Source: an optimization exercise on an open RTL-to-GDS flow (aim: small area, a short achievable clock period and few clock cycles per item). Production flows keep margins and buffers that such runs may drop.
Only simulation tests tie the RTL to the original design; equivalence was not proved.
Power figures rest on the tool's default switching activity, not on a simulated workload.

==> flow/design.v <==
`timescale 1ns/100ps
package cov_pkg;
    typedef enum logic [1:0] {
        OP_CLEAR  = 2'd0,    
        OP_MEAN   = 2'd1,    
        OP_SAMPLE = 2'd2,    
        OP_RSVD   = 2'd3     
    } cov_op_e;
endpackage
`timescale 1ns/100ps
module cov_add
#(
    parameter int W = 8
) (
    input  logic [W-1:0] a,
    input  logic [W-1:0] b,
    input  logic         cin,
    output logic [W-1:0] s
);
    localparam int L = $clog2(W);
    logic [W-1:0] g [L+1];
    logic [W-1:0] p [L+1];
    always_comb begin
        g[0] = a & b;
        p[0] = a ^ b;
        g[0][0] = (a[0] & b[0]) | (p[0][0] & cin);
        for (int l = 0; l < L; l++) begin
            for (int i = 0; i < W; i++) begin
                if (((i >> l) & 1) == 1) begin
                    g[l+1][i] = g[l][i] | (p[l][i] & g[l][((i >> l) << l) - 1]);
                    p[l+1][i] = p[l][i] & p[l][((i >> l) << l) - 1];
                end else begin
                    g[l+1][i] = g[l][i];
                    p[l+1][i] = p[l][i];
                end
            end
        end
        s = p[0] ^ {g[L][W-2:0], cin};
    end
endmodule
module cov_decode
(
    input  logic                  clk,
    input  logic                  arst_n,
    input  logic [33:0]           in_cmd,
    input  logic                  accept,
    output logic                  bad_cmd,
    output logic                  s_valid,    
    output logic                  s_first,    
    output logic                  s_last,     
    output logic signed [16:0]    s_dx,       
    output logic [7:0]            s_neg,      
    output logic [7:0]            s_one,
    output logic [7:0]            s_two,
    output logic                  last_take   
);
    logic [1:0]         op;
    logic [15:0]        x, y;
    logic [15:0]        mean_x;
    logic [2:0]         cnt;        
    logic               take;
    logic [16:0]        dx;
    logic [16:0]        yb;         
    assign op   = in_cmd[33:32];
    assign x    = in_cmd[31:16];
    assign y    = in_cmd[15:0];
    assign take = accept & (op == cov_pkg::OP_SAMPLE);
    assign last_take = take & (cnt == 3'd7);
    assign yb   = {y, 1'b0};
    cov_add #(.W(17)) i_sub (
        .a   ({x[15], x}),
        .b   (~{mean_x[15], mean_x}),
        .cin (1'b1),
        .s   (dx)
    );
    always_ff @(posedge clk or negedge arst_n) begin
        if (!arst_n) begin
            mean_x  <= '0;
            cnt     <= '0;
            bad_cmd <= 1'b0;
            s_valid <= 1'b0;
        end else begin
            bad_cmd <= accept & (op == cov_pkg::OP_RSVD);
            s_valid <= take;
            if (accept & (op == cov_pkg::OP_MEAN)) mean_x <= x;
            if (accept & (op == cov_pkg::OP_CLEAR)) cnt <= '0;
            else if (take) cnt <= cnt + 3'd1;      
        end
    end
    always_ff @(posedge clk) begin
        s_first <= (cnt == 3'd0);
        s_last  <= (cnt == 3'd7);
        s_dx    <= dx;
        for (int j = 0; j < 8; j++) begin
            s_neg[j] <= take & yb[2*j+2];
            s_one[j] <= take & (yb[2*j+1] ^ yb[2*j]);
            s_two[j] <= take & ((yb[2*j+2] & ~yb[2*j+1] & ~yb[2*j]) | (~yb[2*j+2] & yb[2*j+1] & yb[2*j]));
        end
    end
endmodule
`timescale 1ns/100ps
module cov_execute
(
    input  logic                  clk,
    input  logic                  arst_n,
    input  logic                  s_valid,
    input  logic                  s_first,
    input  logic                  s_last,
    input  logic signed [16:0]    s_dx,
    input  logic [7:0]            s_neg,
    input  logic [7:0]            s_one,
    input  logic [7:0]            s_two,
    output logic [34:0]           acc_s,     
    output logic [34:0]           acc_c,
    output logic                  done       
);
    localparam logic [34:0] K8 = 35'h2aab00000;
    logic        start;
    logic [34:0] base_s, base_c, rs, rc;
    assign start  = s_valid & s_first;
    assign base_s = start ? K8 : acc_s;
    assign base_c = start ? 35'd0 : acc_c;
    cov_mac i_mac (
        .b_neg (s_neg),
        .b_one (s_one),
        .b_two (s_two),
        .dx    (s_dx),
        .v     (s_valid),
        .a0    (base_s),
        .a1    (base_c),
        .rs    (rs),
        .rc    (rc)
    );
    always_ff @(posedge clk) begin
        acc_s <= rs;
        acc_c <= rc;
    end
    always_ff @(posedge clk or negedge arst_n) begin
        if (!arst_n) done <= 1'b0;
        else         done <= s_valid & s_last;
    end
endmodule
`timescale 1ns/100ps
module cov_mac (
    input  logic [7:0] b_neg, b_one, b_two,
    input  logic [16:0] dx,
    input  logic v,
    input  logic [34:0] a0,
    input  logic [34:0] a1,
    output logic [34:0] rs,
    output logic [34:0] rc
);
    wire pp1 = (b_one[0] & dx[0]) ^ b_neg[0];
    wire pp2 = ((b_one[0] & dx[1]) | (b_two[0] & dx[0])) ^ b_neg[0];
    wire pp3 = ((b_one[0] & dx[2]) | (b_two[0] & dx[1])) ^ b_neg[0];
    wire pp4 = ((b_one[0] & dx[3]) | (b_two[0] & dx[2])) ^ b_neg[0];
    wire pp5 = ((b_one[0] & dx[4]) | (b_two[0] & dx[3])) ^ b_neg[0];
    wire pp6 = ((b_one[0] & dx[5]) | (b_two[0] & dx[4])) ^ b_neg[0];
    wire pp7 = ((b_one[0] & dx[6]) | (b_two[0] & dx[5])) ^ b_neg[0];
    wire pp8 = ((b_one[0] & dx[7]) | (b_two[0] & dx[6])) ^ b_neg[0];
    wire pp9 = ((b_one[0] & dx[8]) | (b_two[0] & dx[7])) ^ b_neg[0];
    wire pp10 = ((b_one[0] & dx[9]) | (b_two[0] & dx[8])) ^ b_neg[0];
    wire pp11 = ((b_one[0] & dx[10]) | (b_two[0] & dx[9])) ^ b_neg[0];
    wire pp12 = ((b_one[0] & dx[11]) | (b_two[0] & dx[10])) ^ b_neg[0];
    wire pp13 = ((b_one[0] & dx[12]) | (b_two[0] & dx[11])) ^ b_neg[0];
    wire pp14 = ((b_one[0] & dx[13]) | (b_two[0] & dx[12])) ^ b_neg[0];
    wire pp15 = ((b_one[0] & dx[14]) | (b_two[0] & dx[13])) ^ b_neg[0];
    wire pp16 = ((b_one[0] & dx[15]) | (b_two[0] & dx[14])) ^ b_neg[0];
    wire pp17 = ((b_one[0] & dx[16]) | (b_two[0] & dx[15])) ^ b_neg[0];
    wire pp18 = ((b_one[0] & dx[16]) | (b_two[0] & dx[16])) ^ b_neg[0];
    wire ps19 = ~pp18 & v;
    wire pp20 = (b_one[1] & dx[0]) ^ b_neg[1];
    wire pp21 = ((b_one[1] & dx[1]) | (b_two[1] & dx[0])) ^ b_neg[1];
    wire pp22 = ((b_one[1] & dx[2]) | (b_two[1] & dx[1])) ^ b_neg[1];
    wire pp23 = ((b_one[1] & dx[3]) | (b_two[1] & dx[2])) ^ b_neg[1];
    wire pp24 = ((b_one[1] & dx[4]) | (b_two[1] & dx[3])) ^ b_neg[1];
    wire pp25 = ((b_one[1] & dx[5]) | (b_two[1] & dx[4])) ^ b_neg[1];
    wire pp26 = ((b_one[1] & dx[6]) | (b_two[1] & dx[5])) ^ b_neg[1];
    wire pp27 = ((b_one[1] & dx[7]) | (b_two[1] & dx[6])) ^ b_neg[1];
    wire pp28 = ((b_one[1] & dx[8]) | (b_two[1] & dx[7])) ^ b_neg[1];
    wire pp29 = ((b_one[1] & dx[9]) | (b_two[1] & dx[8])) ^ b_neg[1];
    wire pp30 = ((b_one[1] & dx[10]) | (b_two[1] & dx[9])) ^ b_neg[1];
    wire pp31 = ((b_one[1] & dx[11]) | (b_two[1] & dx[10])) ^ b_neg[1];
    wire pp32 = ((b_one[1] & dx[12]) | (b_two[1] & dx[11])) ^ b_neg[1];
    wire pp33 = ((b_one[1] & dx[13]) | (b_two[1] & dx[12])) ^ b_neg[1];
    wire pp34 = ((b_one[1] & dx[14]) | (b_two[1] & dx[13])) ^ b_neg[1];
    wire pp35 = ((b_one[1] & dx[15]) | (b_two[1] & dx[14])) ^ b_neg[1];
    wire pp36 = ((b_one[1] & dx[16]) | (b_two[1] & dx[15])) ^ b_neg[1];
    wire pp37 = ((b_one[1] & dx[16]) | (b_two[1] & dx[16])) ^ b_neg[1];
    wire ps38 = ~pp37 & v;
    wire pp39 = (b_one[2] & dx[0]) ^ b_neg[2];
    wire pp40 = ((b_one[2] & dx[1]) | (b_two[2] & dx[0])) ^ b_neg[2];
    wire pp41 = ((b_one[2] & dx[2]) | (b_two[2] & dx[1])) ^ b_neg[2];
    wire pp42 = ((b_one[2] & dx[3]) | (b_two[2] & dx[2])) ^ b_neg[2];
    wire pp43 = ((b_one[2] & dx[4]) | (b_two[2] & dx[3])) ^ b_neg[2];
    wire pp44 = ((b_one[2] & dx[5]) | (b_two[2] & dx[4])) ^ b_neg[2];
    wire pp45 = ((b_one[2] & dx[6]) | (b_two[2] & dx[5])) ^ b_neg[2];
    wire pp46 = ((b_one[2] & dx[7]) | (b_two[2] & dx[6])) ^ b_neg[2];
    wire pp47 = ((b_one[2] & dx[8]) | (b_two[2] & dx[7])) ^ b_neg[2];
    wire pp48 = ((b_one[2] & dx[9]) | (b_two[2] & dx[8])) ^ b_neg[2];
    wire pp49 = ((b_one[2] & dx[10]) | (b_two[2] & dx[9])) ^ b_neg[2];
    wire pp50 = ((b_one[2] & dx[11]) | (b_two[2] & dx[10])) ^ b_neg[2];
    wire pp51 = ((b_one[2] & dx[12]) | (b_two[2] & dx[11])) ^ b_neg[2];
    wire pp52 = ((b_one[2] & dx[13]) | (b_two[2] & dx[12])) ^ b_neg[2];
    wire pp53 = ((b_one[2] & dx[14]) | (b_two[2] & dx[13])) ^ b_neg[2];
    wire pp54 = ((b_one[2] & dx[15]) | (b_two[2] & dx[14])) ^ b_neg[2];
    wire pp55 = ((b_one[2] & dx[16]) | (b_two[2] & dx[15])) ^ b_neg[2];
    wire pp56 = ((b_one[2] & dx[16]) | (b_two[2] & dx[16])) ^ b_neg[2];
    wire ps57 = ~pp56 & v;
    wire pp58 = (b_one[3] & dx[0]) ^ b_neg[3];
    wire pp59 = ((b_one[3] & dx[1]) | (b_two[3] & dx[0])) ^ b_neg[3];
    wire pp60 = ((b_one[3] & dx[2]) | (b_two[3] & dx[1])) ^ b_neg[3];
    wire pp61 = ((b_one[3] & dx[3]) | (b_two[3] & dx[2])) ^ b_neg[3];
    wire pp62 = ((b_one[3] & dx[4]) | (b_two[3] & dx[3])) ^ b_neg[3];
    wire pp63 = ((b_one[3] & dx[5]) | (b_two[3] & dx[4])) ^ b_neg[3];
    wire pp64 = ((b_one[3] & dx[6]) | (b_two[3] & dx[5])) ^ b_neg[3];
    wire pp65 = ((b_one[3] & dx[7]) | (b_two[3] & dx[6])) ^ b_neg[3];
    wire pp66 = ((b_one[3] & dx[8]) | (b_two[3] & dx[7])) ^ b_neg[3];
    wire pp67 = ((b_one[3] & dx[9]) | (b_two[3] & dx[8])) ^ b_neg[3];
    wire pp68 = ((b_one[3] & dx[10]) | (b_two[3] & dx[9])) ^ b_neg[3];
    wire pp69 = ((b_one[3] & dx[11]) | (b_two[3] & dx[10])) ^ b_neg[3];
    wire pp70 = ((b_one[3] & dx[12]) | (b_two[3] & dx[11])) ^ b_neg[3];
    wire pp71 = ((b_one[3] & dx[13]) | (b_two[3] & dx[12])) ^ b_neg[3];
    wire pp72 = ((b_one[3] & dx[14]) | (b_two[3] & dx[13])) ^ b_neg[3];
    wire pp73 = ((b_one[3] & dx[15]) | (b_two[3] & dx[14])) ^ b_neg[3];
    wire pp74 = ((b_one[3] & dx[16]) | (b_two[3] & dx[15])) ^ b_neg[3];
    wire pp75 = ((b_one[3] & dx[16]) | (b_two[3] & dx[16])) ^ b_neg[3];
    wire ps76 = ~pp75 & v;
    wire pp77 = (b_one[4] & dx[0]) ^ b_neg[4];
    wire pp78 = ((b_one[4] & dx[1]) | (b_two[4] & dx[0])) ^ b_neg[4];
    wire pp79 = ((b_one[4] & dx[2]) | (b_two[4] & dx[1])) ^ b_neg[4];
    wire pp80 = ((b_one[4] & dx[3]) | (b_two[4] & dx[2])) ^ b_neg[4];
    wire pp81 = ((b_one[4] & dx[4]) | (b_two[4] & dx[3])) ^ b_neg[4];
    wire pp82 = ((b_one[4] & dx[5]) | (b_two[4] & dx[4])) ^ b_neg[4];
    wire pp83 = ((b_one[4] & dx[6]) | (b_two[4] & dx[5])) ^ b_neg[4];
    wire pp84 = ((b_one[4] & dx[7]) | (b_two[4] & dx[6])) ^ b_neg[4];
    wire pp85 = ((b_one[4] & dx[8]) | (b_two[4] & dx[7])) ^ b_neg[4];
    wire pp86 = ((b_one[4] & dx[9]) | (b_two[4] & dx[8])) ^ b_neg[4];
    wire pp87 = ((b_one[4] & dx[10]) | (b_two[4] & dx[9])) ^ b_neg[4];
    wire pp88 = ((b_one[4] & dx[11]) | (b_two[4] & dx[10])) ^ b_neg[4];
    wire pp89 = ((b_one[4] & dx[12]) | (b_two[4] & dx[11])) ^ b_neg[4];
    wire pp90 = ((b_one[4] & dx[13]) | (b_two[4] & dx[12])) ^ b_neg[4];
    wire pp91 = ((b_one[4] & dx[14]) | (b_two[4] & dx[13])) ^ b_neg[4];
    wire pp92 = ((b_one[4] & dx[15]) | (b_two[4] & dx[14])) ^ b_neg[4];
    wire pp93 = ((b_one[4] & dx[16]) | (b_two[4] & dx[15])) ^ b_neg[4];
    wire pp94 = ((b_one[4] & dx[16]) | (b_two[4] & dx[16])) ^ b_neg[4];
    wire ps95 = ~pp94 & v;
    wire pp96 = (b_one[5] & dx[0]) ^ b_neg[5];
    wire pp97 = ((b_one[5] & dx[1]) | (b_two[5] & dx[0])) ^ b_neg[5];
    wire pp98 = ((b_one[5] & dx[2]) | (b_two[5] & dx[1])) ^ b_neg[5];
    wire pp99 = ((b_one[5] & dx[3]) | (b_two[5] & dx[2])) ^ b_neg[5];
    wire pp100 = ((b_one[5] & dx[4]) | (b_two[5] & dx[3])) ^ b_neg[5];
    wire pp101 = ((b_one[5] & dx[5]) | (b_two[5] & dx[4])) ^ b_neg[5];
    wire pp102 = ((b_one[5] & dx[6]) | (b_two[5] & dx[5])) ^ b_neg[5];
    wire pp103 = ((b_one[5] & dx[7]) | (b_two[5] & dx[6])) ^ b_neg[5];
    wire pp104 = ((b_one[5] & dx[8]) | (b_two[5] & dx[7])) ^ b_neg[5];
    wire pp105 = ((b_one[5] & dx[9]) | (b_two[5] & dx[8])) ^ b_neg[5];
    wire pp106 = ((b_one[5] & dx[10]) | (b_two[5] & dx[9])) ^ b_neg[5];
    wire pp107 = ((b_one[5] & dx[11]) | (b_two[5] & dx[10])) ^ b_neg[5];
    wire pp108 = ((b_one[5] & dx[12]) | (b_two[5] & dx[11])) ^ b_neg[5];
    wire pp109 = ((b_one[5] & dx[13]) | (b_two[5] & dx[12])) ^ b_neg[5];
    wire pp110 = ((b_one[5] & dx[14]) | (b_two[5] & dx[13])) ^ b_neg[5];
    wire pp111 = ((b_one[5] & dx[15]) | (b_two[5] & dx[14])) ^ b_neg[5];
    wire pp112 = ((b_one[5] & dx[16]) | (b_two[5] & dx[15])) ^ b_neg[5];
    wire pp113 = ((b_one[5] & dx[16]) | (b_two[5] & dx[16])) ^ b_neg[5];
    wire ps114 = ~pp113 & v;
    wire pp115 = (b_one[6] & dx[0]) ^ b_neg[6];
    wire pp116 = ((b_one[6] & dx[1]) | (b_two[6] & dx[0])) ^ b_neg[6];
    wire pp117 = ((b_one[6] & dx[2]) | (b_two[6] & dx[1])) ^ b_neg[6];
    wire pp118 = ((b_one[6] & dx[3]) | (b_two[6] & dx[2])) ^ b_neg[6];
    wire pp119 = ((b_one[6] & dx[4]) | (b_two[6] & dx[3])) ^ b_neg[6];
    wire pp120 = ((b_one[6] & dx[5]) | (b_two[6] & dx[4])) ^ b_neg[6];
    wire pp121 = ((b_one[6] & dx[6]) | (b_two[6] & dx[5])) ^ b_neg[6];
    wire pp122 = ((b_one[6] & dx[7]) | (b_two[6] & dx[6])) ^ b_neg[6];
    wire pp123 = ((b_one[6] & dx[8]) | (b_two[6] & dx[7])) ^ b_neg[6];
    wire pp124 = ((b_one[6] & dx[9]) | (b_two[6] & dx[8])) ^ b_neg[6];
    wire pp125 = ((b_one[6] & dx[10]) | (b_two[6] & dx[9])) ^ b_neg[6];
    wire pp126 = ((b_one[6] & dx[11]) | (b_two[6] & dx[10])) ^ b_neg[6];
    wire pp127 = ((b_one[6] & dx[12]) | (b_two[6] & dx[11])) ^ b_neg[6];
    wire pp128 = ((b_one[6] & dx[13]) | (b_two[6] & dx[12])) ^ b_neg[6];
    wire pp129 = ((b_one[6] & dx[14]) | (b_two[6] & dx[13])) ^ b_neg[6];
    wire pp130 = ((b_one[6] & dx[15]) | (b_two[6] & dx[14])) ^ b_neg[6];
    wire pp131 = ((b_one[6] & dx[16]) | (b_two[6] & dx[15])) ^ b_neg[6];
    wire pp132 = ((b_one[6] & dx[16]) | (b_two[6] & dx[16])) ^ b_neg[6];
    wire ps133 = ~pp132 & v;
    wire pp134 = (b_one[7] & dx[0]) ^ b_neg[7];
    wire pp135 = ((b_one[7] & dx[1]) | (b_two[7] & dx[0])) ^ b_neg[7];
    wire pp136 = ((b_one[7] & dx[2]) | (b_two[7] & dx[1])) ^ b_neg[7];
    wire pp137 = ((b_one[7] & dx[3]) | (b_two[7] & dx[2])) ^ b_neg[7];
    wire pp138 = ((b_one[7] & dx[4]) | (b_two[7] & dx[3])) ^ b_neg[7];
    wire pp139 = ((b_one[7] & dx[5]) | (b_two[7] & dx[4])) ^ b_neg[7];
    wire pp140 = ((b_one[7] & dx[6]) | (b_two[7] & dx[5])) ^ b_neg[7];
    wire pp141 = ((b_one[7] & dx[7]) | (b_two[7] & dx[6])) ^ b_neg[7];
    wire pp142 = ((b_one[7] & dx[8]) | (b_two[7] & dx[7])) ^ b_neg[7];
    wire pp143 = ((b_one[7] & dx[9]) | (b_two[7] & dx[8])) ^ b_neg[7];
    wire pp144 = ((b_one[7] & dx[10]) | (b_two[7] & dx[9])) ^ b_neg[7];
    wire pp145 = ((b_one[7] & dx[11]) | (b_two[7] & dx[10])) ^ b_neg[7];
    wire pp146 = ((b_one[7] & dx[12]) | (b_two[7] & dx[11])) ^ b_neg[7];
    wire pp147 = ((b_one[7] & dx[13]) | (b_two[7] & dx[12])) ^ b_neg[7];
    wire pp148 = ((b_one[7] & dx[14]) | (b_two[7] & dx[13])) ^ b_neg[7];
    wire pp149 = ((b_one[7] & dx[15]) | (b_two[7] & dx[14])) ^ b_neg[7];
    wire pp150 = ((b_one[7] & dx[16]) | (b_two[7] & dx[15])) ^ b_neg[7];
    wire pp151 = ((b_one[7] & dx[16]) | (b_two[7] & dx[16])) ^ b_neg[7];
    wire ps152 = ~pp151 & v;
    wire s153, c154;
    cov_ha u_s153 (.a(a0[12]), .b(a1[12]), .s(s153), .co(c154));
    wire s155, c156;
    cov_ha u_s155 (.a(a0[13]), .b(a1[13]), .s(s155), .co(c156));
    wire s157, c158;
    cov_fa u_s157 (.a(a0[14]), .b(a1[14]), .c(b_neg[7]), .s(s157), .co(c158));
    wire s159, c160;
    cov_ha u_s159 (.a(pp15), .b(pp32), .s(s159), .co(c160));
    wire s161, c162;
    cov_fa u_s161 (.a(a0[15]), .b(a1[15]), .c(pp16), .s(s161), .co(c162));
    wire s163, c164;
    cov_ha u_s163 (.a(pp33), .b(pp50), .s(s163), .co(c164));
    wire s165, c166;
    cov_fa u_s165 (.a(a0[16]), .b(a1[16]), .c(pp17), .s(s165), .co(c166));
    wire s167, c168;
    cov_ha u_s167 (.a(pp34), .b(pp51), .s(s167), .co(c168));
    wire s169, c170;
    cov_fa u_s169 (.a(a0[17]), .b(a1[17]), .c(pp35), .s(s169), .co(c170));
    wire s171, c172;
    cov_ha u_s171 (.a(pp52), .b(pp69), .s(s171), .co(c172));
    wire s173, c174;
    cov_fa u_s173 (.a(a0[18]), .b(a1[18]), .c(pp36), .s(s173), .co(c174));
    wire s175, c176;
    cov_ha u_s175 (.a(a0[19]), .b(a1[19]), .s(s175), .co(c176));
    wire s177, c178;
    cov_ha u_s177 (.a(a0[6]), .b(a1[6]), .s(s177), .co(c178));
    wire s179, c180;
    cov_ha u_s179 (.a(a0[7]), .b(a1[7]), .s(s179), .co(c180));
    wire s181, c182;
    cov_fa u_s181 (.a(a0[8]), .b(a1[8]), .c(b_neg[4]), .s(s181), .co(c182));
    wire s183, c184;
    cov_ha u_s183 (.a(pp9), .b(pp26), .s(s183), .co(c184));
    wire s185, c186;
    cov_fa u_s185 (.a(a0[9]), .b(a1[9]), .c(pp10), .s(s185), .co(c186));
    wire s187, c188;
    cov_ha u_s187 (.a(pp27), .b(pp44), .s(s187), .co(c188));
    wire s189, c190;
    cov_fa u_s189 (.a(a0[10]), .b(a1[10]), .c(b_neg[5]), .s(s189), .co(c190));
    wire s191, c192;
    cov_fa u_s191 (.a(pp11), .b(pp28), .c(pp45), .s(s191), .co(c192));
    wire s193, c194;
    cov_ha u_s193 (.a(pp62), .b(pp79), .s(s193), .co(c194));
    wire s195, c196;
    cov_fa u_s195 (.a(a0[11]), .b(a1[11]), .c(pp12), .s(s195), .co(c196));
    wire s197, c198;
    cov_fa u_s197 (.a(pp29), .b(pp46), .c(pp63), .s(s197), .co(c198));
    wire s199, c200;
    cov_ha u_s199 (.a(pp80), .b(pp97), .s(s199), .co(c200));
    wire s201, c202;
    cov_fa u_s201 (.a(b_neg[6]), .b(s153), .c(pp13), .s(s201), .co(c202));
    wire s203, c204;
    cov_fa u_s203 (.a(pp30), .b(pp47), .c(pp64), .s(s203), .co(c204));
    wire s205, c206;
    cov_fa u_s205 (.a(pp81), .b(pp98), .c(pp115), .s(s205), .co(c206));
    wire s207, c208;
    cov_fa u_s207 (.a(c154), .b(s155), .c(pp14), .s(s207), .co(c208));
    wire s209, c210;
    cov_fa u_s209 (.a(pp31), .b(pp48), .c(pp65), .s(s209), .co(c210));
    wire s211, c212;
    cov_fa u_s211 (.a(pp82), .b(pp99), .c(pp116), .s(s211), .co(c212));
    wire s213, c214;
    cov_fa u_s213 (.a(c156), .b(pp49), .c(pp66), .s(s213), .co(c214));
    wire s215, c216;
    cov_fa u_s215 (.a(pp83), .b(pp100), .c(pp117), .s(s215), .co(c216));
    wire s217, c218;
    cov_fa u_s217 (.a(pp134), .b(s157), .c(s159), .s(s217), .co(c218));
    wire s219, c220;
    cov_fa u_s219 (.a(pp67), .b(pp84), .c(pp101), .s(s219), .co(c220));
    wire s221, c222;
    cov_fa u_s221 (.a(pp118), .b(pp135), .c(c158), .s(s221), .co(c222));
    wire s223, c224;
    cov_fa u_s223 (.a(c160), .b(s163), .c(s161), .s(s223), .co(c224));
    wire s225, c226;
    cov_fa u_s225 (.a(pp68), .b(pp85), .c(pp102), .s(s225), .co(c226));
    wire s227, c228;
    cov_fa u_s227 (.a(pp119), .b(pp136), .c(c164), .s(s227), .co(c228));
    wire s229, c230;
    cov_fa u_s229 (.a(s167), .b(c162), .c(s165), .s(s229), .co(c230));
    wire s231, c232;
    cov_fa u_s231 (.a(pp86), .b(pp103), .c(pp120), .s(s231), .co(c232));
    wire s233, c234;
    cov_fa u_s233 (.a(pp137), .b(ps19), .c(c168), .s(s233), .co(c234));
    wire s235, c236;
    cov_fa u_s235 (.a(s171), .b(c166), .c(s169), .s(s235), .co(c236));
    wire s237, c238;
    cov_fa u_s237 (.a(pp53), .b(pp70), .c(pp87), .s(s237), .co(c238));
    wire s239, c240;
    cov_fa u_s239 (.a(pp104), .b(pp121), .c(pp138), .s(s239), .co(c240));
    wire s241, c242;
    cov_fa u_s241 (.a(c172), .b(c170), .c(s173), .s(s241), .co(c242));
    wire s243, c244;
    cov_fa u_s243 (.a(s175), .b(pp54), .c(pp71), .s(s243), .co(c244));
    wire s245, c246;
    cov_fa u_s245 (.a(pp88), .b(pp105), .c(pp122), .s(s245), .co(c246));
    wire s247, c248;
    cov_fa u_s247 (.a(pp139), .b(ps38), .c(c174), .s(s247), .co(c248));
    wire s249, c250;
    cov_fa u_s249 (.a(a0[20]), .b(a1[20]), .c(c176), .s(s249), .co(c250));
    wire s251, c252;
    cov_fa u_s251 (.a(pp55), .b(pp72), .c(pp89), .s(s251), .co(c252));
    wire s253, c254;
    cov_fa u_s253 (.a(pp106), .b(pp123), .c(pp140), .s(s253), .co(c254));
    wire s255, c256;
    cov_fa u_s255 (.a(a0[21]), .b(a1[21]), .c(pp73), .s(s255), .co(c256));
    wire s257, c258;
    cov_fa u_s257 (.a(pp90), .b(pp107), .c(pp124), .s(s257), .co(c258));
    wire s259, c260;
    cov_ha u_s259 (.a(pp141), .b(ps57), .s(s259), .co(c260));
    wire s261, c262;
    cov_fa u_s261 (.a(a0[22]), .b(a1[22]), .c(pp74), .s(s261), .co(c262));
    wire s263, c264;
    cov_fa u_s263 (.a(pp91), .b(pp108), .c(pp125), .s(s263), .co(c264));
    wire s265, c266;
    cov_fa u_s265 (.a(a0[23]), .b(a1[23]), .c(pp92), .s(s265), .co(c266));
    wire s267, c268;
    cov_ha u_s267 (.a(pp109), .b(pp126), .s(s267), .co(c268));
    wire s269, c270;
    cov_fa u_s269 (.a(a0[24]), .b(a1[24]), .c(pp93), .s(s269), .co(c270));
    wire s271, c272;
    cov_ha u_s271 (.a(a0[25]), .b(a1[25]), .s(s271), .co(c272));
    wire s273, c274;
    cov_ha u_s273 (.a(a0[2]), .b(a1[2]), .s(s273), .co(c274));
    wire s275, c276;
    cov_ha u_s275 (.a(a0[3]), .b(a1[3]), .s(s275), .co(c276));
    wire s277, c278;
    cov_fa u_s277 (.a(a0[4]), .b(a1[4]), .c(b_neg[2]), .s(s277), .co(c278));
    wire s279, c280;
    cov_ha u_s279 (.a(pp5), .b(pp22), .s(s279), .co(c280));
    wire s281, c282;
    cov_fa u_s281 (.a(a0[5]), .b(a1[5]), .c(pp6), .s(s281), .co(c282));
    wire s283, c284;
    cov_ha u_s283 (.a(pp23), .b(pp40), .s(s283), .co(c284));
    wire s285, c286;
    cov_fa u_s285 (.a(b_neg[3]), .b(s177), .c(pp7), .s(s285), .co(c286));
    wire s287, c288;
    cov_fa u_s287 (.a(pp24), .b(pp41), .c(pp58), .s(s287), .co(c288));
    wire s289, c290;
    cov_fa u_s289 (.a(c178), .b(s179), .c(pp8), .s(s289), .co(c290));
    wire s291, c292;
    cov_fa u_s291 (.a(pp25), .b(pp42), .c(pp59), .s(s291), .co(c292));
    wire s293, c294;
    cov_fa u_s293 (.a(c180), .b(pp43), .c(pp60), .s(s293), .co(c294));
    wire s295, c296;
    cov_fa u_s295 (.a(pp77), .b(s181), .c(s183), .s(s295), .co(c296));
    wire s297, c298;
    cov_fa u_s297 (.a(pp61), .b(pp78), .c(c182), .s(s297), .co(c298));
    wire s299, c300;
    cov_fa u_s299 (.a(c184), .b(s187), .c(s185), .s(s299), .co(c300));
    wire s301, c302;
    cov_fa u_s301 (.a(pp96), .b(s189), .c(c188), .s(s301), .co(c302));
    wire s303, c304;
    cov_fa u_s303 (.a(s193), .b(c186), .c(s191), .s(s303), .co(c304));
    wire s305, c306;
    cov_fa u_s305 (.a(c190), .b(c194), .c(s199), .s(s305), .co(c306));
    wire s307, c308;
    cov_fa u_s307 (.a(c192), .b(s195), .c(s197), .s(s307), .co(c308));
    wire s309, c310;
    cov_fa u_s309 (.a(c200), .b(c196), .c(c198), .s(s309), .co(c310));
    wire s311, c312;
    cov_fa u_s311 (.a(s201), .b(s203), .c(s205), .s(s311), .co(c312));
    wire s313, c314;
    cov_fa u_s313 (.a(c202), .b(c204), .c(c206), .s(s313), .co(c314));
    wire s315, c316;
    cov_fa u_s315 (.a(s207), .b(s209), .c(s211), .s(s315), .co(c316));
    wire s317, c318;
    cov_fa u_s317 (.a(c208), .b(c210), .c(c212), .s(s317), .co(c318));
    wire s319, c320;
    cov_fa u_s319 (.a(s213), .b(s215), .c(s217), .s(s319), .co(c320));
    wire s321, c322;
    cov_fa u_s321 (.a(c214), .b(c216), .c(s219), .s(s321), .co(c322));
    wire s323, c324;
    cov_fa u_s323 (.a(s221), .b(c218), .c(s223), .s(s323), .co(c324));
    wire s325, c326;
    cov_fa u_s325 (.a(c220), .b(c222), .c(s225), .s(s325), .co(c326));
    wire s327, c328;
    cov_fa u_s327 (.a(s227), .b(c224), .c(s229), .s(s327), .co(c328));
    wire s329, c330;
    cov_fa u_s329 (.a(c226), .b(s231), .c(c228), .s(s329), .co(c330));
    wire s331, c332;
    cov_fa u_s331 (.a(s233), .b(c230), .c(s235), .s(s331), .co(c332));
    wire s333, c334;
    cov_fa u_s333 (.a(c232), .b(s237), .c(s239), .s(s333), .co(c334));
    wire s335, c336;
    cov_fa u_s335 (.a(c234), .b(c236), .c(s241), .s(s335), .co(c336));
    wire s337, c338;
    cov_fa u_s337 (.a(c238), .b(c240), .c(s243), .s(s337), .co(c338));
    wire s339, c340;
    cov_fa u_s339 (.a(s245), .b(s247), .c(c242), .s(s339), .co(c340));
    wire s341, c342;
    cov_fa u_s341 (.a(s249), .b(c244), .c(c246), .s(s341), .co(c342));
    wire s343, c344;
    cov_fa u_s343 (.a(s251), .b(s253), .c(c248), .s(s343), .co(c344));
    wire s345, c346;
    cov_fa u_s345 (.a(c250), .b(s259), .c(c252), .s(s345), .co(c346));
    wire s347, c348;
    cov_fa u_s347 (.a(c254), .b(s255), .c(s257), .s(s347), .co(c348));
    wire s349, c350;
    cov_fa u_s349 (.a(pp142), .b(c260), .c(c256), .s(s349), .co(c350));
    wire s351, c352;
    cov_fa u_s351 (.a(c258), .b(s261), .c(s263), .s(s351), .co(c352));
    wire s353, c354;
    cov_fa u_s353 (.a(pp143), .b(ps76), .c(s267), .s(s353), .co(c354));
    wire s355, c356;
    cov_fa u_s355 (.a(c262), .b(c264), .c(s265), .s(s355), .co(c356));
    wire s357, c358;
    cov_fa u_s357 (.a(pp110), .b(pp127), .c(pp144), .s(s357), .co(c358));
    wire s359, c360;
    cov_fa u_s359 (.a(c268), .b(c266), .c(s269), .s(s359), .co(c360));
    wire s361, c362;
    cov_fa u_s361 (.a(s271), .b(pp111), .c(pp128), .s(s361), .co(c362));
    wire s363, c364;
    cov_fa u_s363 (.a(pp145), .b(ps95), .c(c270), .s(s363), .co(c364));
    wire s365, c366;
    cov_fa u_s365 (.a(a0[26]), .b(a1[26]), .c(c272), .s(s365), .co(c366));
    wire s367, c368;
    cov_fa u_s367 (.a(pp112), .b(pp129), .c(pp146), .s(s367), .co(c368));
    wire s369, c370;
    cov_fa u_s369 (.a(a0[27]), .b(a1[27]), .c(pp130), .s(s369), .co(c370));
    wire s371, c372;
    cov_ha u_s371 (.a(pp147), .b(ps114), .s(s371), .co(c372));
    wire s373, c374;
    cov_fa u_s373 (.a(a0[28]), .b(a1[28]), .c(pp131), .s(s373), .co(c374));
    wire s375, c376;
    cov_ha u_s375 (.a(a0[29]), .b(a1[29]), .s(s375), .co(c376));
    wire s377, c378;
    cov_ha u_s377 (.a(a0[0]), .b(a1[0]), .s(s377), .co(c378));
    wire s379, c380;
    cov_ha u_s379 (.a(a0[1]), .b(a1[1]), .s(s379), .co(c380));
    wire s381, c382;
    cov_fa u_s381 (.a(b_neg[1]), .b(s273), .c(pp3), .s(s381), .co(c382));
    wire s383, c384;
    cov_fa u_s383 (.a(c274), .b(s275), .c(pp4), .s(s383), .co(c384));
    wire s385, c386;
    cov_fa u_s385 (.a(c276), .b(pp39), .c(s277), .s(s385), .co(c386));
    wire s387, c388;
    cov_fa u_s387 (.a(c278), .b(c280), .c(s283), .s(s387), .co(c388));
    wire s389, c390;
    cov_fa u_s389 (.a(c284), .b(c282), .c(s285), .s(s389), .co(c390));
    wire s391, c392;
    cov_fa u_s391 (.a(c286), .b(c288), .c(s289), .s(s391), .co(c392));
    wire s393, c394;
    cov_fa u_s393 (.a(c290), .b(c292), .c(s293), .s(s393), .co(c394));
    wire s395, c396;
    cov_fa u_s395 (.a(c294), .b(s297), .c(c296), .s(s395), .co(c396));
    wire s397, c398;
    cov_fa u_s397 (.a(c298), .b(s301), .c(c300), .s(s397), .co(c398));
    wire s399, c400;
    cov_fa u_s399 (.a(c302), .b(s305), .c(c304), .s(s399), .co(c400));
    wire s401, c402;
    cov_fa u_s401 (.a(c306), .b(s309), .c(c308), .s(s401), .co(c402));
    wire s403, c404;
    cov_fa u_s403 (.a(c310), .b(s313), .c(c312), .s(s403), .co(c404));
    wire s405, c406;
    cov_fa u_s405 (.a(c314), .b(s317), .c(c316), .s(s405), .co(c406));
    wire s407, c408;
    cov_fa u_s407 (.a(c318), .b(s321), .c(c320), .s(s407), .co(c408));
    wire s409, c410;
    cov_fa u_s409 (.a(c322), .b(s325), .c(c324), .s(s409), .co(c410));
    wire s411, c412;
    cov_fa u_s411 (.a(c326), .b(s329), .c(c328), .s(s411), .co(c412));
    wire s413, c414;
    cov_fa u_s413 (.a(c330), .b(s333), .c(c332), .s(s413), .co(c414));
    wire s415, c416;
    cov_fa u_s415 (.a(c334), .b(s337), .c(s339), .s(s415), .co(c416));
    wire s417, c418;
    cov_fa u_s417 (.a(s341), .b(c338), .c(s343), .s(s417), .co(c418));
    wire s419, c420;
    cov_fa u_s419 (.a(c342), .b(s345), .c(s347), .s(s419), .co(c420));
    wire s421, c422;
    cov_fa u_s421 (.a(c346), .b(s349), .c(c348), .s(s421), .co(c422));
    wire s423, c424;
    cov_fa u_s423 (.a(s353), .b(c350), .c(c352), .s(s423), .co(c424));
    wire s425, c426;
    cov_fa u_s425 (.a(s357), .b(c354), .c(c356), .s(s425), .co(c426));
    wire s427, c428;
    cov_fa u_s427 (.a(c358), .b(s361), .c(s363), .s(s427), .co(c428));
    wire s429, c430;
    cov_fa u_s429 (.a(s365), .b(c362), .c(s367), .s(s429), .co(c430));
    wire s431, c432;
    cov_fa u_s431 (.a(c366), .b(s371), .c(c368), .s(s431), .co(c432));
    wire s433, c434;
    cov_fa u_s433 (.a(pp148), .b(c372), .c(c370), .s(s433), .co(c434));
    wire s435, c436;
    cov_fa u_s435 (.a(s375), .b(pp149), .c(ps133), .s(s435), .co(c436));
    wire s437, c438;
    cov_fa u_s437 (.a(a0[30]), .b(a1[30]), .c(c376), .s(s437), .co(c438));
    wire s439, c440;
    cov_ha u_s439 (.a(a0[31]), .b(a1[31]), .s(s439), .co(c440));
    wire s441, c442;
    cov_ha u_s441 (.a(b_neg[0]), .b(s377), .s(s441), .co(c442));
    wire s443, c444;
    cov_fa u_s443 (.a(c378), .b(s379), .c(pp2), .s(s443), .co(c444));
    wire s445, c446;
    cov_fa u_s445 (.a(c380), .b(pp20), .c(s381), .s(s445), .co(c446));
    wire s447, c448;
    cov_fa u_s447 (.a(pp21), .b(c382), .c(s383), .s(s447), .co(c448));
    wire s449, c450;
    cov_fa u_s449 (.a(s279), .b(c384), .c(s385), .s(s449), .co(c450));
    wire s451, c452;
    cov_fa u_s451 (.a(s281), .b(c386), .c(s387), .s(s451), .co(c452));
    wire s453, c454;
    cov_fa u_s453 (.a(s287), .b(c388), .c(s389), .s(s453), .co(c454));
    wire s455, c456;
    cov_fa u_s455 (.a(s291), .b(c390), .c(s391), .s(s455), .co(c456));
    wire s457, c458;
    cov_fa u_s457 (.a(s295), .b(c392), .c(s393), .s(s457), .co(c458));
    wire s459, c460;
    cov_fa u_s459 (.a(c394), .b(s299), .c(s395), .s(s459), .co(c460));
    wire s461, c462;
    cov_fa u_s461 (.a(s303), .b(c396), .c(s397), .s(s461), .co(c462));
    wire s463, c464;
    cov_fa u_s463 (.a(s307), .b(c398), .c(s399), .s(s463), .co(c464));
    wire s465, c466;
    cov_fa u_s465 (.a(s311), .b(c400), .c(s401), .s(s465), .co(c466));
    wire s467, c468;
    cov_fa u_s467 (.a(s315), .b(c402), .c(s403), .s(s467), .co(c468));
    wire s469, c470;
    cov_fa u_s469 (.a(s319), .b(c404), .c(s405), .s(s469), .co(c470));
    wire s471, c472;
    cov_fa u_s471 (.a(c406), .b(s323), .c(s407), .s(s471), .co(c472));
    wire s473, c474;
    cov_fa u_s473 (.a(s327), .b(c408), .c(s409), .s(s473), .co(c474));
    wire s475, c476;
    cov_fa u_s475 (.a(s331), .b(c410), .c(s411), .s(s475), .co(c476));
    wire s477, c478;
    cov_fa u_s477 (.a(s335), .b(c412), .c(s413), .s(s477), .co(c478));
    wire s479, c480;
    cov_fa u_s479 (.a(c336), .b(c414), .c(s415), .s(s479), .co(c480));
    wire s481, c482;
    cov_fa u_s481 (.a(c340), .b(s417), .c(c416), .s(s481), .co(c482));
    wire s483, c484;
    cov_fa u_s483 (.a(c344), .b(s419), .c(c418), .s(s483), .co(c484));
    wire s485, c486;
    cov_fa u_s485 (.a(s351), .b(s421), .c(c420), .s(s485), .co(c486));
    wire s487, c488;
    cov_fa u_s487 (.a(s355), .b(c422), .c(s423), .s(s487), .co(c488));
    wire s489, c490;
    cov_fa u_s489 (.a(s359), .b(c424), .c(s425), .s(s489), .co(c490));
    wire s491, c492;
    cov_fa u_s491 (.a(c360), .b(c426), .c(s427), .s(s491), .co(c492));
    wire s493, c494;
    cov_fa u_s493 (.a(c364), .b(s429), .c(c428), .s(s493), .co(c494));
    wire s495, c496;
    cov_fa u_s495 (.a(s369), .b(s431), .c(c430), .s(s495), .co(c496));
    wire s497, c498;
    cov_fa u_s497 (.a(s373), .b(c432), .c(s433), .s(s497), .co(c498));
    wire s499, c500;
    cov_fa u_s499 (.a(c374), .b(s435), .c(c434), .s(s499), .co(c500));
    wire s501, c502;
    cov_fa u_s501 (.a(pp150), .b(s437), .c(c436), .s(s501), .co(c502));
    wire s503, c504;
    cov_fa u_s503 (.a(s439), .b(c438), .c(ps152), .s(s503), .co(c504));
    wire s505, c506;
    cov_fa u_s505 (.a(a0[32]), .b(a1[32]), .c(c440), .s(s505), .co(c506));
    wire s507, c508;
    cov_ha u_s507 (.a(a0[33]), .b(a1[33]), .s(s507), .co(c508));
    wire s509, c510;
    cov_ha u_s509 (.a(a0[34]), .b(a1[34]), .s(s509), .co(c510));
    assign rs = {s509, s507, s505, s503, s501, s499, s497, s495, s493, s491, s489, s487, s485, s483, s481, s479, s477, s475, s473, s471, s469, s467, s465, s463, s461, s459, s457, s455, s453, s451, s449, s447, s445, s443, pp1};
    assign rc = {c508, c506, c504, c502, c500, c498, c496, c494, c492, c490, c488, c486, c484, c482, c480, c478, c476, c474, c472, c470, c468, c466, c464, c462, c460, c458, c456, c454, c452, c450, c448, c446, c444, c442, s441};
endmodule
module cov_fa (input logic a, input logic b, input logic c, output logic s, output logic co);
    assign s  = a ^ b ^ c;
    assign co = (a & b) | (a & c) | (b & c);
endmodule
module cov_ha (input logic a, input logic b, output logic s, output logic co);
    assign s  = a ^ b;
    assign co = a & b;
endmodule
`timescale 1ns/100ps
module cov_result
(
    input  logic                  clk,
    input  logic                  arst_n,
    input  logic [34:0]           acc_s,     
    input  logic [34:0]           acc_c,
    input  logic                  done,      
    input  logic                  fill,      
    output logic [32:0]           cov,
    output logic                  out_valid,
    input  logic                  out_ready,
    output logic                  hold       
);
    localparam int KD    = 3;               
    localparam int STEPS = 12 / KD;
    typedef enum logic [1:0] {
        S_IDLE = 2'd0,
        S_DIV  = 2'd1,
        S_INC  = 2'd2,
        S_OUT  = 2'd3
    } div_state_e;
    function automatic logic [5:0] dstep(input logic [2:0] r, input logic [2:0] d);
        logic [2:0] q, n;
        q[2] = (r[2]) | (r[1] & r[0] & d[2]);
        q[1] = (r[1] & ~r[0]) | (r[1] & ~d[2]) | (r[2] & r[0] & d[1]) | (r[2] & r[0] & d[2]) | (~r[1] & r[0] & d[2] & d[1]);
        q[0] = (~r[2] & r[0] & ~d[2]) | (r[2] & ~r[0] & d[2]) | (r[0] & ~d[2] & ~d[1]) | (r[2] & r[1] & d[1]) | (r[1] & ~r[0] & d[2] & d[1]) | (~r[2] & ~r[1] & r[0] & ~d[1]) | (r[2] & r[1] & d[0]) | (r[2] & ~r[0] & d[1] & d[0]) | (~r[0] & d[2] & d[1] & d[0]) | (r[1] & ~r[0] & d[2] & d[0]);
        n[2] = (~r[2] & ~r[1] & d[2] & ~d[1]) | (~r[2] & r[1] & ~d[2] & d[1]) | (r[2] & ~r[1] & ~d[2] & ~d[1]) | (r[2] & d[2] & d[1] & d[0]) | (r[2] & r[0] & d[2] & d[1]) | (r[2] & ~d[2] & ~d[1] & ~d[0]) | (r[2] & r[1] & d[2] & d[1]) | (r[2] & r[1] & d[2] & d[0]) | (r[1] & r[0] & ~d[2] & d[0]) | (~r[2] & ~r[0] & d[2] & ~d[1] & ~d[0]) | (~r[2] & r[0] & ~d[2] & d[1] & d[0]) | (~r[2] & ~r[1] & ~r[0] & d[2] & ~d[0]) | (r[2] & ~r[1] & ~r[0] & ~d[2] & ~d[0]);
        n[1] = (r[1] & ~r[0] & ~d[1] & ~d[0]) | (~r[1] & ~r[0] & d[1] & ~d[0]) | (~r[1] & r[0] & ~d[1] & d[0]) | (r[1] & d[2] & d[1] & d[0]) | (r[2] & r[0] & d[2] & ~d[1]) | (r[2] & r[1] & d[1] & d[0]) | (r[1] & r[0] & d[2] & d[1]) | (r[1] & ~d[2] & ~d[1] & ~d[0]) | (r[1] & r[0] & d[1] & d[0]) | (~r[2] & ~r[1] & ~r[0] & ~d[2] & d[1]) | (~r[2] & r[1] & ~r[0] & ~d[2] & ~d[1]) | (r[2] & ~r[1] & d[2] & ~d[1] & d[0]) | (~r[2] & ~r[1] & ~d[2] & d[1] & ~d[0]);
        n[0] = (~r[2] & ~r[0] & ~d[2] & d[0]) | (~r[2] & r[0] & ~d[2] & ~d[0]) | (r[2] & ~r[0] & d[2] & ~d[0]) | (r[0] & d[2] & d[1] & d[0]) | (r[2] & r[0] & d[1] & d[0]) | (r[0] & ~d[2] & ~d[1] & ~d[0]) | (r[2] & r[1] & d[1] & ~d[0]) | (r[2] & r[0] & d[2] & d[0]) | (r[1] & r[0] & d[2] & d[0]) | (~r[2] & ~r[1] & r[0] & ~d[1] & ~d[0]) | (~r[2] & ~r[1] & ~r[0] & ~d[1] & d[0]) | (r[1] & ~r[0] & d[2] & d[1] & ~d[0]) | (~r[1] & ~r[0] & ~d[2] & ~d[1] & d[0]);
        dstep = {q, n};
    endfunction
    div_state_e       state, state_next;
    logic [1:0]       step;
    logic [35:0]      w;          
    logic [2:0]       r;          
    logic             neg;        
    logic [3*KD-1:0]  qd;         
    logic [2:0]       rq;         
    logic [34:0]      sum;
    logic [32:0]      w_inc;
    logic             pend;       
    logic             busy;       
    logic             load;
    logic             pend_next;
    logic             up;         
    cov_add #(.W(35)) i_cpa (.a(acc_s), .b(acc_c), .cin(1'b0), .s(sum));
    always_comb begin
        logic [2:0] rr;
        rr = r;
        for (int j = 0; j < KD; j++) begin
            {qd[3*KD-1-3*j -: 3], rr} = dstep(rr, w[35-3*j -: 3]);
        end
        rq = rr;
    end
    always_comb begin
        logic [8:0] ga;       
        logic       pre;      
        logic       in;       
        for (int g = 0; g < 9; g++) ga[g] = &w[4*g +: 4];
        for (int i = 0; i < 33; i++) begin
            pre = 1'b1;
            for (int g = 0; g < i / 4; g++) pre = pre & ga[g];
            in = 1'b1;
            for (int k = 4 * (i / 4); k < i; k++) in = in & w[k];
            w_inc[i] = w[i] ^ (pre & in);
        end
    end
    assign up        = neg & (rq != 3'd0);
    assign busy      = (state != S_IDLE) & ~((state == S_OUT) & out_ready);
    assign load      = (pend | done) & ~busy;
    assign pend_next = (pend | done) & ~load;
    always_comb begin
        state_next = state;
        unique case (state)
            S_DIV:   if (step == 2'(STEPS - 1)) state_next = up ? S_INC : S_OUT;
            S_INC:   state_next = S_OUT;
            S_OUT:   if (out_ready) state_next = S_IDLE;
            default: state_next = S_IDLE;
        endcase
        if (load) state_next = S_DIV;
    end
    always_ff @(posedge clk or negedge arst_n) begin
        if (!arst_n) begin
            state     <= S_IDLE;
            step      <= '0;
            pend      <= 1'b0;
            out_valid <= 1'b0;
            hold      <= 1'b0;
        end else begin
            state     <= state_next;
            step      <= (state == S_DIV) ? step + 2'd1 : 2'd0;
            pend      <= pend_next;
            out_valid <= (state_next == S_OUT);
            hold      <= (state_next != S_IDLE) & (pend_next | fill);
        end
    end
    always_ff @(posedge clk) begin
        if (load) begin
            w   <= {sum[34], sum};
            r   <= sum[34] ? 3'd6 : 3'd0;
            neg <= sum[34];
        end else if (state == S_DIV) begin
            w   <= {w[35-3*KD:0], qd};
            r   <= rq;
        end else if (state == S_INC) begin
            w[32:0] <= w_inc;
        end
    end
    assign cov = w[32:0];
endmodule
`timescale 1ns/100ps
module cov_top
#(
    parameter int NUM_SAMPLES = 8
) (
    input  logic        clk,
    input  logic        arst_n,
    input  logic [33:0] in_cmd,      
    input  logic        in_valid,
    output logic        in_ready,
    output logic [63:0] out_res,     
    output logic        out_valid,
    input  logic        out_ready,
    output logic        bad_cmd      
);
    logic               accept;
    logic               hold;
    logic               s_valid, s_first, s_last;
    logic signed [16:0] s_dx;
    logic [7:0]         s_neg, s_one, s_two;
    logic               last_take;
    logic [34:0]        acc_s, acc_c;
    logic               done;
    logic [32:0]        cov;
    logic               fill;
    assign in_ready = ~hold;
    assign accept   = in_valid & ~hold;
    assign fill     = last_take | (s_valid & s_last);
    cov_decode i_decode (
        .clk       (clk),
        .arst_n    (arst_n),
        .in_cmd    (in_cmd),
        .accept    (accept),
        .bad_cmd   (bad_cmd),
        .s_valid   (s_valid),
        .s_first   (s_first),
        .s_last    (s_last),
        .s_dx      (s_dx),
        .s_neg     (s_neg),
        .s_one     (s_one),
        .s_two     (s_two),
        .last_take (last_take)
    );
    cov_execute i_execute (
        .clk     (clk),
        .arst_n  (arst_n),
        .s_valid (s_valid),
        .s_first (s_first),
        .s_last  (s_last),
        .s_dx    (s_dx),
        .s_neg   (s_neg),
        .s_one   (s_one),
        .s_two   (s_two),
        .acc_s   (acc_s),
        .acc_c   (acc_c),
        .done    (done)
    );
    cov_result i_result (
        .clk       (clk),
        .arst_n    (arst_n),
        .acc_s     (acc_s),
        .acc_c     (acc_c),
        .done      (done),
        .fill      (fill),
        .cov       (cov),
        .out_valid (out_valid),
        .out_ready (out_ready),
        .hold      (hold)
    );
    assign out_res = {{15{cov[32]}}, cov, 16'(NUM_SAMPLES)};
endmodule
==> flow/run.sh <==
#!/bin/bash
# synth_recipe.tcl (not shown) runs the flow's synth.tcl, then flattens the netlist and writes it again
# the make line also repeats each setting of config.mk as NAME=value (left out here)
make -C /OpenROAD-flow-scripts/flow DESIGN_CONFIG=/design/flow/config.mk WORK_HOME=/design/flow/orfs CLKGATE_MAP_FILE= SYNTH_SCRIPT=/design/flow/synth_recipe.tcl finish
==> flow/config.mk <==
export PLATFORM = sky130hd
export DESIGN_NAME = cov_top
export DESIGN_NICKNAME = cov_top
export VERILOG_FILES = /design/flow/design.v
export SDC_FILE = /design/flow/constraint.sdc
export NUM_CORES = 4
export LEC_CHECK = 0
export CAP_MARGIN = 20
export CORE_MARGIN = 2
export CORE_UTILIZATION = 40
export SETUP_SLACK_MARGIN = 4.5
export SLEW_MARGIN = 20
export SYNTH_HIERARCHICAL = 1
==> flow/constraint.sdc <==
create_clock -name core_clock -period 8.0 [get_ports {clk}]
set_input_delay 1.6000 -clock core_clock [delete_from_list [all_inputs] [get_ports {clk}]]
set_output_delay 1.6000 -clock core_clock [all_outputs]
set_load 0.01 [all_outputs]
==> summary.txt <==
[modules after synthesis, one instance, submodules excluded, a selection]
module	times used	cells
cov_decode	1	164
cov_execute	1	157
cov_fa	151	1
cov_ha	28	1
cov_mac	1	456
cov_result	1	501
cov_top	1	36
[routing by layer]
layer  vias to the layer above  global-route usage (%)  part of all wire, %
li1                       5806                       -                    -
met1                      6142                    25.9                   46
met2                       382                    30.2                   47
met3                        54                    3.17                  5.7
met4                         0                    4.14                  1.3
met5                         -                       0                    0
[per-stage QoR]
step	worst slack (ns)	power [mW]	cells	hold WS, ns	utilization, %
after floorplan	4.50	6.24	1778	0.410	-
after global placement	3.77	6.38	2210	0.421	39.7
after detailed placement	3.71	6.49	2210	0.440	39.7
after CTS	4.51	7.62	2281	0.451	41.8
after global routing	4.36	8.85	2309	0.479	43.0
final	4.50	8.15	2309	0.449	43.0
[sequential cells by signal (all words and copies together) (netlist names), 2 cells and up]
signal           flops
i_decode.cnt         3
i_result.w          36
i_decode.s_neg       8
i_decode.s_one       8
i_execute.acc_c     35
i_decode.mean_x     16
i_result.r           3
i_result.step        2
i_decode.s_dx       17
i_execute.acc_s     35
i_decode.s_two       8
i_result.state       2
[placed cells by master, fill, tap and decap left out, types with 26 or more instances in the layout]
cell / netlist / layout
clkdlybuf4s50_1: 0 / 86
dfxtp_2: 0 / 26
a22oi_2: 86 / 86
o21ai_0: 54 / 48
dfxtp_1: 113 / 86
a22oi_1: 42 / 42
edfxtp_1: 40 / 40
nand2_1: 102 / 97
xnor2_1: 177 / 176
nor2_1: 76 / 74
a21oi_1: 65 / 63
buf_4: 163 / 69
a21boi_0: 54 / 46
inv_1: 60 / 58
dfrtp_1: 29 / 28
ha_1: 87 / 87
fa_1: 163 / 160
[kinds of logic (layout without fill, tap and decap cells)]
group	Yosys count	count (layout)	share of synthesized area, %
xor gates and xnor gates	199	199	9.42
DFF	182	182	22.6
muxes	28	28	1.83
adders and majority gates	254	254	23.8
AOI/OAI and AO/OA	448	449	20.1
and+or+nand+nor	315	316	8.66
buffers and inverters	334	263	13.5
other	4	18	0.0811
[how the worst max path moves through the flow]
stage	startpoint	end	slack, ns	cells past startpoint
after CTS	i_decode.s_two[1]	i_execute.acc_s[18]	4.51	7
after global routing	i_result.r[0]	i_result.r[2]	4.36	13
after global placement	out_ready	i_result.w[0]	3.77	8
after detailed placement	out_ready	i_result.w[0]	3.71	8
after floorplan	in_cmd[16]	i_decode.s_dx[9]	4.50	11
final	i_result.r[0]	i_result.r[2]	4.50	13
[where the power goes]
part,internal [mW],switching [mW]
Combinational,2.42,2.79
Sequential,1.43,0.669
Clock,0.414,0.417
Total,4.27,3.88
[what timing repair did]
action / in CTS / in global routing
gates resized for setup: 37 / 76
setup buffers: 38 / 26
gates cloned: 1 / 2
pin swaps: 10 / 32
setup endpoints to repair: 115 / 30
[final cells by class]
type	count	area [µm²]
Fill cell	4349	25900
Tap cell	600	751
Sequential cell	182	4230
Inverter	62	239
Clock buffer	18	429
Timing Repair Buffer	168	1520
Clock inverter	14	136
Multi-Input combinational cell	1264	12200
Timing Repair inverter	1	7.51
[worst max-delay path, delay by kind of cell, from the launching register on]
| kind | cells | cell delay (ns) |
|---|---|---|
| compound gates | 7 | 1.47 |
| simple gates | 2 | 0.49 |
| xor+xnor | 1 | 0.14 |
| flops | 1 | 0.49 |
| mux | 1 | 0.31 |
| buf+inv | 2 | 0.35 |
==> key figures <==
Status
  • Status: complete, no violations

Clocking
  • Max Root-Sink Buffers: 2
  • Clock transition at path regs: roughly 0.08 ns
  • CTS H-Tree Depth: 4
  • Sink Count: between 150 and 200
  • Hold_buf cts: 0
  • CTS tree: yes
  • CTS root buf: clkbuf_16
  • Clock latency on the worst-skew pair: approximately 0.46 ns
  • TritonCTS Buffers: 17

Drt
  • Via count: around 12,000
  • Initial DRT Pass Iterations: 5
  • Routed WL: approximately 44 mm
  • Initial DRC count: just over 900
  • Vias per cell: ~5.4
  • Antenna-violating nets left: 0
  • Per-cell routed wire length: roughly 19 µm
  • DR DRC count: 0

Worst hold path
  • Hold Startpoint: i_result.step[0]
  • Min-Delay Path Depth: 1
  • Min-delay worst type: reg2reg
  • Hold Path End: i_result.step[0]

Cells and area
  • Layout cells sized above 1: about a fifth
  • N_diodes: 0
  • Fin nets: about 2,000
  • Area Overhead vs Synth: 5.62%
  • Cell area after layout: 19,500 µm²

Worst setup path
  • CP dominant cell by count: buf_6
  • Flop-to-flop setup slack: around 4.5 ns
  • CP arrival: around 3.7 ns
  • RR Startpoint: i_result.r[0]
  • CP Capture Type: register
  • R2R Path End: i_result.r[2]
  • CP Cell Sequence: buf_6 -> xnor2_4 -> o32a_1 -> o2111ai_4 -> buf_6 -> a31oi_1 -> or3_4 -> a31oi_4 -> nand2_2 -> a211o_1 -> a21oi_2 -> a31oi_2 -> mux2_4
  • CP max stage cell: edfxtp_1
  • Worst setup path class: reg2reg
  • WP data required: a little over 8 ns
  • R2R depth: 13
  • CP peak stage delay: 0.49 ns
  • CP Launch Type: register
  • Critical Path Fanout Max: 7

Power and ir drop
  • Leakage power: approximately 7.7 nW
  • Max VDD drop: approximately 0.00033 V
  • Cell area power density: 417 nW/µm²

STA
  • RSZ-0062 raised after global routing: true
  • Final period util: 43.7%
  • Pins Over Slew Limit: 0
  • TNS Setup: 0 ns
  • Final Hold Vio Count: 0
  • Normalized max-slew margin: approximately 33%
  • Final setup fails: 0
  • Final Critical Period: approximately 3.5 ns
  • Least-Margin Pin Slew: 0.997 ns
  • Worst clock skew: between 0.01 and 0.015 ns
  • Highest clock rate: about 290 MHz

Yosys
  • Cell variety after synth: 105
  • YS warnings: 15
  • Top FF cell, synth: dfxtp_1
  • Post-synthesis cell area: 18,500 µm²
  • Yosys reg bits: roughly 180
  • Yosys top cell by area: fa_1
  • Post-synthesis sequential area ratio: between 20 and 25%
  • Synth top cells by count: xnor2_1 (177), buf_4 (163), fa_1 (163), dfxtp_1 (113), nand2_1 (102)
  • Most numerous cell in the Yosys netlist: xnor2_1
  • Synth top area cells: fa_1 (18%), dfxtp_1 (12%), xnor2_1 (8.4%)
  • EDFF count, synth: 40
  • Async SR Flop Fraction: between 10% and 20%
  • Post-synth top area share: around 18%
  • Syn avg cell area: around 10 µm²
  • Post-synthesis cell count: between 1,500 and 2,000

Floorplan
  • IO Count: ~110
  • Starting Density: between 40% and 50%
  • Floorplan row count: 78
  • DIE HEIGHT: 219 µm
  • Die area: 48,000 µm²
  • DIE WIDTH: between 200 and 250 µm
  • Core area: between 40,000 and 50,000 µm²

Global routing
  • Largest net degree at the start of global routing: roughly 70
  • Grt ovf: 0
  • First-pass GRT wire length: roughly 70 mm
  • Vias in the first global route: roughly 13,000
  • Initial antenna violation count: 0
  • Overall routing resource usage: 18.6%

Place
  • Routability cong.: approximately 0.83
  • Buffers on Ports: 88
  • DP Area: between 15,000 and 20,000 µm²
  • Post-DP HPWL: slightly above 30 mm

Flow run
  • Maximum capacitance violations: 0
Testbench counts, summed over its fixed seeds: cycles 2,767, results 320.

-- port drivers added, routing unchanged --
How much do the figures lean on ideal ports? The routed layout below was timed once more, with nothing changed but the port constraints. Step 1 (the two cells are an assumption about what drives the block):
set clk [get_ports {clk}]
set_driving_cell -lib_cell sky130_fd_sc_hd__clkbuf_16 $clk
set_driving_cell -lib_cell sky130_fd_sc_hd__buf_2 [delete_from_list [all_inputs] $clk]
Step 2 moves the port delays by t, midway between the first and last clock arrival at a register: inputs arrive t later, outputs are due t later. That takes back most of the time a late clock gives input paths. Three values: ideal, step 1, step 2; two values: the first two.
shift t [ns]: 0.504
setup WS [ns]: 4.501 / 4.501 / 4.137
clock arrival spread, ns: 0.015 / 0.015
After both steps setup and hold are still met in this run. For this run, drivers alone change the setup slack by 0.000 ns; drivers and shift together by -0.364 ns.
